From an optimization exercise on the open Yosys and OpenROAD flow, aimed at small area, a short achievable clock period and few clock cycles per item; shortcuts taken in it are not production practice.
Only simulation tests tie the RTL to the original design; equivalence was not proved.
Power figures rest on the tool's default switching activity, not on a simulated workload.

==> design.v <==
package pbr_pkg;
  localparam int NUM_RULES_DEF = 8;
  localparam int IDX_W         = 3;
  localparam int MASK_W        = 16;
  localparam int PRIO_W        = 8;
  localparam int COORD_W       = 8;
  localparam int FORM_W        = 2;
  localparam int KEY_W         = 8;
  localparam int CFG_IDX_W     = 3;
  localparam int CFG_DATA_W    = 16;
  localparam int IN_DATA_W     = 96;
  localparam int OUT_DATA_W    = 56;
  typedef enum logic [2:0] {
    ST_RESOLVED,
    ST_NO_MATCH,
    ST_AMBIGUOUS,
    ST_BAD_OUTPUTS,
    ST_BAD_POLICY,
    ST_BAD_KEY,
    ST_BAD_FORM
  } status_t;
  localparam logic [FORM_W-1:0] FORM_FIXED = 2'd0;
  localparam logic [FORM_W-1:0] FORM_DIR   = 2'd1;
  localparam logic [CFG_IDX_W-1:0] REG_CUSTOM_EN   = 3'd0;
  localparam logic [CFG_IDX_W-1:0] REG_CUSTOM_L    = 3'd1;
  localparam logic [CFG_IDX_W-1:0] REG_CUSTOM_N    = 3'd2;
  localparam logic [CFG_IDX_W-1:0] REG_CUSTOM_R    = 3'd3;
  localparam logic [CFG_IDX_W-1:0] REG_DEFAULT_L   = 3'd4;
  localparam logic [CFG_IDX_W-1:0] REG_DEFAULT_N   = 3'd5;
  localparam logic [CFG_IDX_W-1:0] REG_DEFAULT_R   = 3'd6;
  localparam logic [CFG_IDX_W-1:0] REG_KNOWN_MASK  = 3'd7;
  typedef struct packed {
    logic [MASK_W-1:0]  outs;
    logic [FORM_W-1:0]  form;
    logic [MASK_W-1:0]  fixed_xy;
    logic               needs_dir;
    logic [COORD_W-1:0] forced_y;
  } action_t;
  typedef struct packed {
    logic               valid;
    logic               wr;
    logic [IDX_W-1:0]   index;
    logic               en;
    logic [MASK_W-1:0]  trig;
    logic [PRIO_W-1:0]  prio;
    action_t            wr_act;
    logic [MASK_W-1:0]  buttons;
    logic [KEY_W-1:0]   key;
    logic               found;
    logic               amb;
    logic [PRIO_W-1:0]  best;
    logic [IDX_W-1:0]   sel;
    action_t            win_act;
  } token_t;
  typedef struct packed {
    logic               custom_en;
    logic [COORD_W-1:0] custom_l;
    logic [COORD_W-1:0] custom_n;
    logic [COORD_W-1:0] custom_r;
    logic [COORD_W-1:0] default_l;
    logic [COORD_W-1:0] default_n;
    logic [COORD_W-1:0] default_r;
    logic [MASK_W-1:0]  known_mask;
  } cfg_t;
  typedef struct packed {
    logic [MASK_W-1:0]  detail;
    logic [COORD_W-1:0] y;
    logic [COORD_W-1:0] x;
    logic [MASK_W-1:0]  bits;
    logic [IDX_W-1:0]   sel;
    logic               matched;
    status_t            status;
  } result_t;
endpackage
module pbr_cell
#(
  parameter int CellIdx = 0
) (
  input  logic   clk,
  input  logic   rst_n,
  input  logic   advance,
  input  pbr_pkg::token_t tok_in,
  output pbr_pkg::token_t tok_out
);
  logic              en_r;
  logic [pbr_pkg::MASK_W-1:0] trig_r;
  logic [pbr_pkg::PRIO_W-1:0] prio_r;
  pbr_pkg::action_t           act_r;
  logic              valid_r;
  pbr_pkg::token_t            data_r;
  pbr_pkg::token_t            tok_nxt;
  logic              hit;
  logic              fire;
  assign hit = tok_in.valid && tok_in.wr && (int'(tok_in.index) == CellIdx);
  always_comb begin
    tok_nxt = tok_in;
    fire    = tok_in.valid && !tok_in.wr && en_r && (trig_r != '0) &&
              ((tok_in.buttons & trig_r) == trig_r);
    if (fire) begin
      if (!tok_in.found || (prio_r > tok_in.best)) begin
        tok_nxt.found   = 1'b1;
        tok_nxt.amb     = 1'b0;
        tok_nxt.best    = prio_r;
        tok_nxt.sel     = pbr_pkg::IDX_W'(CellIdx);
        tok_nxt.win_act = act_r;
      end else if (prio_r == tok_in.best) begin
        tok_nxt.amb = 1'b1;
      end
    end
  end
  always_ff @(posedge clk) begin
    if (!rst_n) begin
      valid_r <= 1'b0;
      en_r    <= 1'b0;
    end else if (advance) begin
      valid_r <= tok_in.valid;
      if (hit) begin
        en_r <= tok_in.en;
      end
    end
  end
  always_ff @(posedge clk) begin
    if (advance) begin
      data_r <= tok_nxt;
      if (hit) begin
        trig_r <= tok_in.trig;
        prio_r <= tok_in.prio;
        act_r  <= tok_in.wr_act;
      end
    end
  end
  always_comb begin
    tok_out       = data_r;
    tok_out.valid = valid_r;
  end
endmodule
module pbr_out
(
  input  logic                  clk,
  input  logic                  rst_n,
  input  pbr_pkg::token_t                tok,
  input  pbr_pkg::cfg_t                  cfg,
  input  logic                  out_tready,
  output logic                  out_tvalid,
  output logic [pbr_pkg::OUT_DATA_W-1:0] out_tdata,
  output logic                  advance
);
  logic              out_valid_r;
  pbr_pkg::result_t           res_r;
  pbr_pkg::result_t           res_nxt;
  logic [pbr_pkg::MASK_W-1:0] stray;
  logic [pbr_pkg::COORD_W-1:0] dir_x;
  assign advance = !out_valid_r || out_tready;
  assign stray   = tok.win_act.outs & ~cfg.known_mask;
  always_comb begin
    case (tok.key)
      8'd1, 8'd4, 8'd7: dir_x = cfg.custom_en ? cfg.custom_l : cfg.default_l;
      8'd3, 8'd6, 8'd9: dir_x = cfg.custom_en ? cfg.custom_r : cfg.default_r;
      default:          dir_x = cfg.custom_en ? cfg.custom_n : cfg.default_n;
    endcase
  end
  always_comb begin
    res_nxt         = '0;
    res_nxt.status  = pbr_pkg::ST_NO_MATCH;
    if (tok.found) begin
      res_nxt.matched = 1'b1;
      res_nxt.sel     = tok.sel;
      if (tok.amb) begin
        res_nxt.status = pbr_pkg::ST_AMBIGUOUS;
        res_nxt.detail = pbr_pkg::MASK_W'(tok.best);
      end else begin
        res_nxt.bits = tok.win_act.outs & cfg.known_mask;
        if (stray != '0) begin
          res_nxt.status = pbr_pkg::ST_BAD_OUTPUTS;
          res_nxt.detail = stray;
        end else begin
          case (tok.win_act.form)
            pbr_pkg::FORM_FIXED: begin
              res_nxt.status = pbr_pkg::ST_RESOLVED;
              res_nxt.x      = tok.win_act.fixed_xy[pbr_pkg::COORD_W-1:0];
              res_nxt.y      = tok.win_act.fixed_xy[pbr_pkg::MASK_W-1:pbr_pkg::COORD_W];
            end
            pbr_pkg::FORM_DIR: begin
              if (!tok.win_act.needs_dir) begin
                res_nxt.status = pbr_pkg::ST_BAD_POLICY;
              end else if ((tok.key == '0) || (tok.key > 8'd9)) begin
                res_nxt.status = pbr_pkg::ST_BAD_KEY;
                res_nxt.detail = pbr_pkg::MASK_W'(tok.key);
              end else begin
                res_nxt.status = pbr_pkg::ST_RESOLVED;
                res_nxt.x      = dir_x;
                res_nxt.y      = tok.win_act.forced_y;
              end
            end
            default: begin
              res_nxt.status = pbr_pkg::ST_BAD_FORM;
              res_nxt.detail = pbr_pkg::MASK_W'(tok.win_act.form);
            end
          endcase
        end
      end
    end
  end
  always_ff @(posedge clk) begin
    if (!rst_n) begin
      out_valid_r <= 1'b0;
    end else if (advance) begin
      out_valid_r <= tok.valid && !tok.wr;
    end
  end
  always_ff @(posedge clk) begin
    if (advance) begin
      res_r <= res_nxt;
    end
  end
  assign out_tvalid = out_valid_r;
  assign out_tdata  = {1'b0, res_r};
endmodule
module priority_button_rule_resolver
#(
  parameter int NUM_RULES = pbr_pkg::NUM_RULES_DEF
) (
  input  logic                  clk,
  input  logic                  rst_n,
  input  logic                  in_tvalid,
  output logic                  in_tready,
  input  logic [pbr_pkg::IN_DATA_W-1:0]  in_tdata,
  input  logic [0:0]            in_tuser,
  output logic                  out_tvalid,
  input  logic                  out_tready,
  output logic [pbr_pkg::OUT_DATA_W-1:0] out_tdata,
  input  logic                  cfg_we,
  input  logic [pbr_pkg::CFG_IDX_W-1:0]  cfg_index,
  input  logic [pbr_pkg::CFG_DATA_W-1:0] cfg_wdata
);
  pbr_pkg::cfg_t   cfg_r;
  localparam int TOK_W = 153;   
  pbr_pkg::token_t                 tok0;
  logic [(NUM_RULES+1)*TOK_W-1:0] chain;
  logic   advance;
  always_ff @(posedge clk) begin
    if (!rst_n) begin
      cfg_r.custom_en  <= 1'b0;
      cfg_r.custom_l   <= 8'd0;
      cfg_r.custom_n   <= 8'd128;
      cfg_r.custom_r   <= 8'd255;
      cfg_r.default_l  <= 8'd0;
      cfg_r.default_n  <= 8'd128;
      cfg_r.default_r  <= 8'd255;
      cfg_r.known_mask <= 16'hFFFF;
    end else if (cfg_we) begin
      case (cfg_index)
        pbr_pkg::REG_CUSTOM_EN:  cfg_r.custom_en  <= cfg_wdata[0];
        pbr_pkg::REG_CUSTOM_L:   cfg_r.custom_l   <= cfg_wdata[pbr_pkg::COORD_W-1:0];
        pbr_pkg::REG_CUSTOM_N:   cfg_r.custom_n   <= cfg_wdata[pbr_pkg::COORD_W-1:0];
        pbr_pkg::REG_CUSTOM_R:   cfg_r.custom_r   <= cfg_wdata[pbr_pkg::COORD_W-1:0];
        pbr_pkg::REG_DEFAULT_L:  cfg_r.default_l  <= cfg_wdata[pbr_pkg::COORD_W-1:0];
        pbr_pkg::REG_DEFAULT_N:  cfg_r.default_n  <= cfg_wdata[pbr_pkg::COORD_W-1:0];
        pbr_pkg::REG_DEFAULT_R:  cfg_r.default_r  <= cfg_wdata[pbr_pkg::COORD_W-1:0];
        pbr_pkg::REG_KNOWN_MASK: cfg_r.known_mask <= cfg_wdata[pbr_pkg::MASK_W-1:0];
        default: ;
      endcase
    end
  end
  assign in_tready = advance;
  always_comb begin
    tok0                  = '0;
    tok0.valid            = in_tvalid;
    tok0.wr               = in_tuser[0];
    tok0.index            = in_tdata[2:0];
    tok0.en               = in_tdata[3];
    tok0.trig             = in_tdata[19:4];
    tok0.prio             = in_tdata[27:20];
    tok0.wr_act.form      = in_tdata[29:28];
    tok0.wr_act.fixed_xy  = in_tdata[45:30];
    tok0.wr_act.needs_dir = in_tdata[46];
    tok0.wr_act.forced_y  = in_tdata[54:47];
    tok0.wr_act.outs      = in_tdata[70:55];
    tok0.buttons          = in_tdata[86:71];
    tok0.key              = in_tdata[94:87];
  end
  assign chain[TOK_W-1:0] = tok0;
  for (genvar g = 0; g < NUM_RULES; g++) begin : g_cell
    pbr_cell #(
      .CellIdx(g)
    ) u_cell (
      .clk     (clk),
      .rst_n   (rst_n),
      .advance (advance),
      .tok_in  (chain[g*TOK_W +: TOK_W]),
      .tok_out (chain[(g+1)*TOK_W +: TOK_W])
    );
  end
  pbr_out u_out (
    .clk        (clk),
    .rst_n      (rst_n),
    .tok        (chain[NUM_RULES*TOK_W +: TOK_W]),
    .cfg        (cfg_r),
    .out_tready (out_tready),
    .out_tvalid (out_tvalid),
    .out_tdata  (out_tdata),
    .advance    (advance)
  );
endmodule
==> run.sh <==
#!/bin/bash
# synth_recipe.tcl (not shown) runs the flow's synth.tcl, then flattens the netlist and writes it again
# the make line also repeats each setting of config.mk as NAME=value (left out here)
make -C /OpenROAD-flow-scripts/flow DESIGN_CONFIG=/design/flow/config.mk WORK_HOME=/design/flow/orfs CLKGATE_MAP_FILE= SYNTH_SCRIPT=/design/flow/synth_recipe.tcl finish
==> config.mk <==
export PLATFORM = sky130hd
export DESIGN_NAME = priority_button_rule_resolver
export DESIGN_NICKNAME = priority_button_rule_resolver
export VERILOG_FILES = /design/flow/design.v
export SDC_FILE = /design/flow/constraint.sdc
export NUM_CORES = 4
export LEC_CHECK = 0
export CAP_MARGIN = 20
export CORE_MARGIN = 2
export CORE_UTILIZATION = 40
export SETUP_SLACK_MARGIN = 0.15
export SLEW_MARGIN = 20
==> constraint.sdc <==
create_clock -name core_clock -period 4.5 [get_ports {clk}]
set_input_delay 0.9000 -clock core_clock [delete_from_list [all_inputs] [get_ports {clk}]]
set_output_delay 0.9000 -clock core_clock [all_outputs]
set_load 0.01 [all_outputs]
==> metrics.cfg <==
[sta]
final_hold_viol_count=0
maxSlewViolCount=0
setup_viol=0
period_share=0.763
fmax_mhz=291
finClkSkew_ps=57.9
setup_slack_ps=1070
slew_headroom=0.280
rsz0062_at_grt=false
fin_crit_ps=3430
tightest_slew_ps=1080

[synthesis]
async_reset_ff_frac=0
yosys.area.top_type=edfxtp_1
synthTopCellsByArea=edfxtp_1 81%, mux2_2 5.9%, dfxtp_1 2.6%
syn_inst=3236
avgSynthCellArea_um2=19.6
synth_edf_count=1712
yosysUniqueCellTypes=61
ys_seq_area_frac=0.835
synth-seq-cells=1794
netlist.area_leader.share=0.809
synthFlopType=edfxtp_1
syn-num-nets=3413
syn_area_um2=63600
yosysWarnings=10

[status]
status=timing/DRC/antenna clean

[placed_design]
io_buffers=176
dpl.hpwl_um=69500
dpl_worst_slack_ps=1030
gp_congestion=0.821

[clocking]
cts_tree=done
insertion_delay_ps=800
cts_hold_buf=0
clk_pin_slew_worst_paths_ps=60
cts_buffer_depth=3
htreeDepth=4
cts_root_buf=clkbuf_16
clock-sinks=1794
numCtsBuffers=176
cts-resized-gates=0
post_cts_buffers=0

[setup_path]
rrSetupSlack_ps=1070
r2r_cells=9
endpoint_kind=flip-flop
critical_path_class=flip-flop to flip-flop
slowest_delay_ps=910
worstPathArrival_ps=3960
crit_path_start_kind=flip-flop
cp_slowest_cell=a221o_2
worstReg2RegStart=g_cell[1].u_cell.data_r[47]
worstPathRequired_ps=5020
crit_path_cell_trace=inv_1 -> ha_1 -> nor2b_1 -> o21bai_1 -> a21oi_1 -> nor3b_1 -> a221o_2 -> buf_4 -> mux2_2
rr_endpoint=g_cell[2].u_cell.data_r[33]
crit_fanout=33

[power]
vdd_drop_max_v=0.000371
powerDensity_nw_per_um2=449
power_mw=33.1
p_leak_nw=27.1

[detailed_routing]
wire_per_inst_um=19.8
viasPerCell=4.84
drt_iter0_drc=2205
routed_wl_um=114000
via_count=27900
first_pass_iters=6
ant_nets=0
drc=0

[finish]
fin_nets=3737
drive_gt1_frac=0.186
post-route-util=0.467
areaGrowthSynthToFinish_pct=16.1

[global_route]
antenna_found_initial=12
grt_max_degree=158
grt_pass1_vias=28600
grt_overflow=0
grt_pass1_wl_um=172000
grt_util_all_layers=0.140

[floorplanning]
die_area_um2=162000
core_area_um2=158000
ios=179
placementRows=146
fp.dieW_um=403
fp.dieH_um=403
start_util=0.402

[hold_path]
hold_path.class=flip-flop to flip-flop
min-delay-start=g_cell[1].u_cell.data_r[58]
hold_depth=0
worstHoldEndpoint=g_cell[2].u_cell.data_r[58]

[job]
drv_cap=0

-- flip-flops by register name, indices dropped and copies added (netlist names) --
register / flops
cfg_r: 65
g_cell.u_cell.data_r: 1121
g_cell.u_cell.valid_r: 8
u_out.out_valid_r: 1
g_cell.u_cell.prio_r: 64
u_out.res_r: 55
g_cell.u_cell.act_r: 344
g_cell.u_cell.trig_r: 128
g_cell.u_cell.en_r: 8
-- logic make-up after synthesis --
group | Yosys count | synth area share
AO/OA/AOI/OAI | 188 | 0.0205
XOR/XNOR | 1 | 0.000138
adder cells (fa/ha/maj) | 56 | 0.0110
buffers and inverters | 216 | 0.0143
flip-flops | 1794 | 0.835
multiplexers | 391 | 0.0702
other | 1 | 0.0000590
AND/OR/NAND/NOR | 589 | 0.0492
-- power by group --
part	switching (mW)	total (mW)	internal (mW)
Sequential	0.187	18.8	18.6
Combinational	0.143	0.298	0.155
Clock	6.02	14.1	8.06
Total	6.35	33.1	26.8
-- worst max path at each step --
stage,start,to,depth (start not counted)
CTS,g_cell[1].u_cell.data_r[47],g_cell[2].u_cell.data_r[33],9
global route,g_cell[2].u_cell.prio_r[3],g_cell[2].u_cell.data_r[33],8
global placement,g_cell[1].u_cell.data_r[47],g_cell[2].u_cell.data_r[10],9
floorplan,out_tready,g_cell[0].u_cell.en_r,5
detailed placement,g_cell[1].u_cell.data_r[47],g_cell[2].u_cell.data_r[41],9
finish,g_cell[1].u_cell.data_r[47],g_cell[2].u_cell.data_r[33],9
-- Yosys cell counts (all sizes together) (35+ instances only) --
library cell     n
nand2          168
nand3           60
nor2b           42
nor4            45
nand2b          75
o22ai           35
clkbuf          43
inv            139
and2            59
mux2           358
nor2            40
dfxtp           82
edfxtp        1712
ha              56
-- layout by cell type, fill, tap and decap left out, types with 31 or more instances in the layout --
cell type | netlist | routed
clkdlybuf4s50_1 | 0 | 175
and2_1 | 59 | 59
nor4_1 | 45 | 44
clkinv_1 | 0 | 42
ha_1 | 56 | 56
nand2b_1 | 75 | 75
clkinv_2 | 0 | 32
nand2_1 | 167 | 167
a21boi_0 | 34 | 32
mux2i_1 | 33 | 33
nor2_1 | 40 | 40
mux2_2 | 331 | 331
nand3_1 | 58 | 58
edfxtp_1 | 1712 | 1712
buf_4 | 1 | 31
o22ai_1 | 35 | 35
clkbuf_16 | 0 | 177
nor2b_1 | 42 | 41
inv_1 | 139 | 138
a21oi_1 | 33 | 33
dfxtp_1 | 82 | 82
-- through the flow --
step / setup TNS, ps / cells / instance area [um^2] / hold slack [ps]
detailed placement: 0 / 5454 / 68200 / 405
CTS: 0 / 5770 / 73800 / 401
global route: 0 / 5771 / 73800 / 414
floorplan: -575290 / 3236 / 63600 / 400
finish: 0 / 5772 / 73800 / 402
global placement: 0 / 5454 / 68200 / 402
-- metal layers --
metal  vias up  track usage  part of all wire
li1      13100            -                 -
met4         0       0.0478             0.027
met2       621        0.230              0.49
met1     14000        0.190              0.44
met5         -            0                 0
met3       216       0.0254             0.045
-- final cells by class --
cell class                      count  area, um^2
Tap cell                         2072        2590
Timing Repair Buffer              223        2320
Inverter                          139         529
Fill cell                       13100       84200
Clock inverter                    108        1010
Clock buffer                      208        4600
Sequential cell                  1794       53100
Multi-Input combinational cell   1226        9720
Antenna cell                        2        5.00
-- worst max-delay path, delay by kind of cell (launching register included) --
family	cells	cell delay (ps)
adder cells (fa/ha/maj)	1	230
AND/OR/NAND/NOR	2	420
multiplexers	1	390
flip-flops	1	390
buffers and inverters	2	570
AO/OA/AOI/OAI	3	1130
Testbench counts, summed over its fixed seeds: cycles 12,072, items 12,000.

-- static timing again, ports no longer ideal --
No port has a modelled driver above. Below, the same layout with a new extraction and two added sets of constraints.
Step 1, drivers: a clkbuf_16 drives clk and a buf_2 each remaining input, both assumed.
Step 2 adds t to the input delays and takes it off the output delays; t is the mean of the earliest and latest rising clock arrival at the registers after step 1. Input paths then give back, and output paths get back, about the clock's delay inside the block.
Three values: no drivers, after step 1, after step 2; two values: the first two.
shift t [ns]: 0.845
slack for setup (ns): 1.065 / 1.065 / 1.065
hold WS [ns]: 0.402 / 0.402 / 0.402
worst register clock-pin slew, ns: 0.07 / 0.07
pins driven straight from the clock port: 1
After both steps this run still meets setup and hold. The setup slack of this run moves by 0.000 ns with the drivers and by 0.000 ns with both steps.
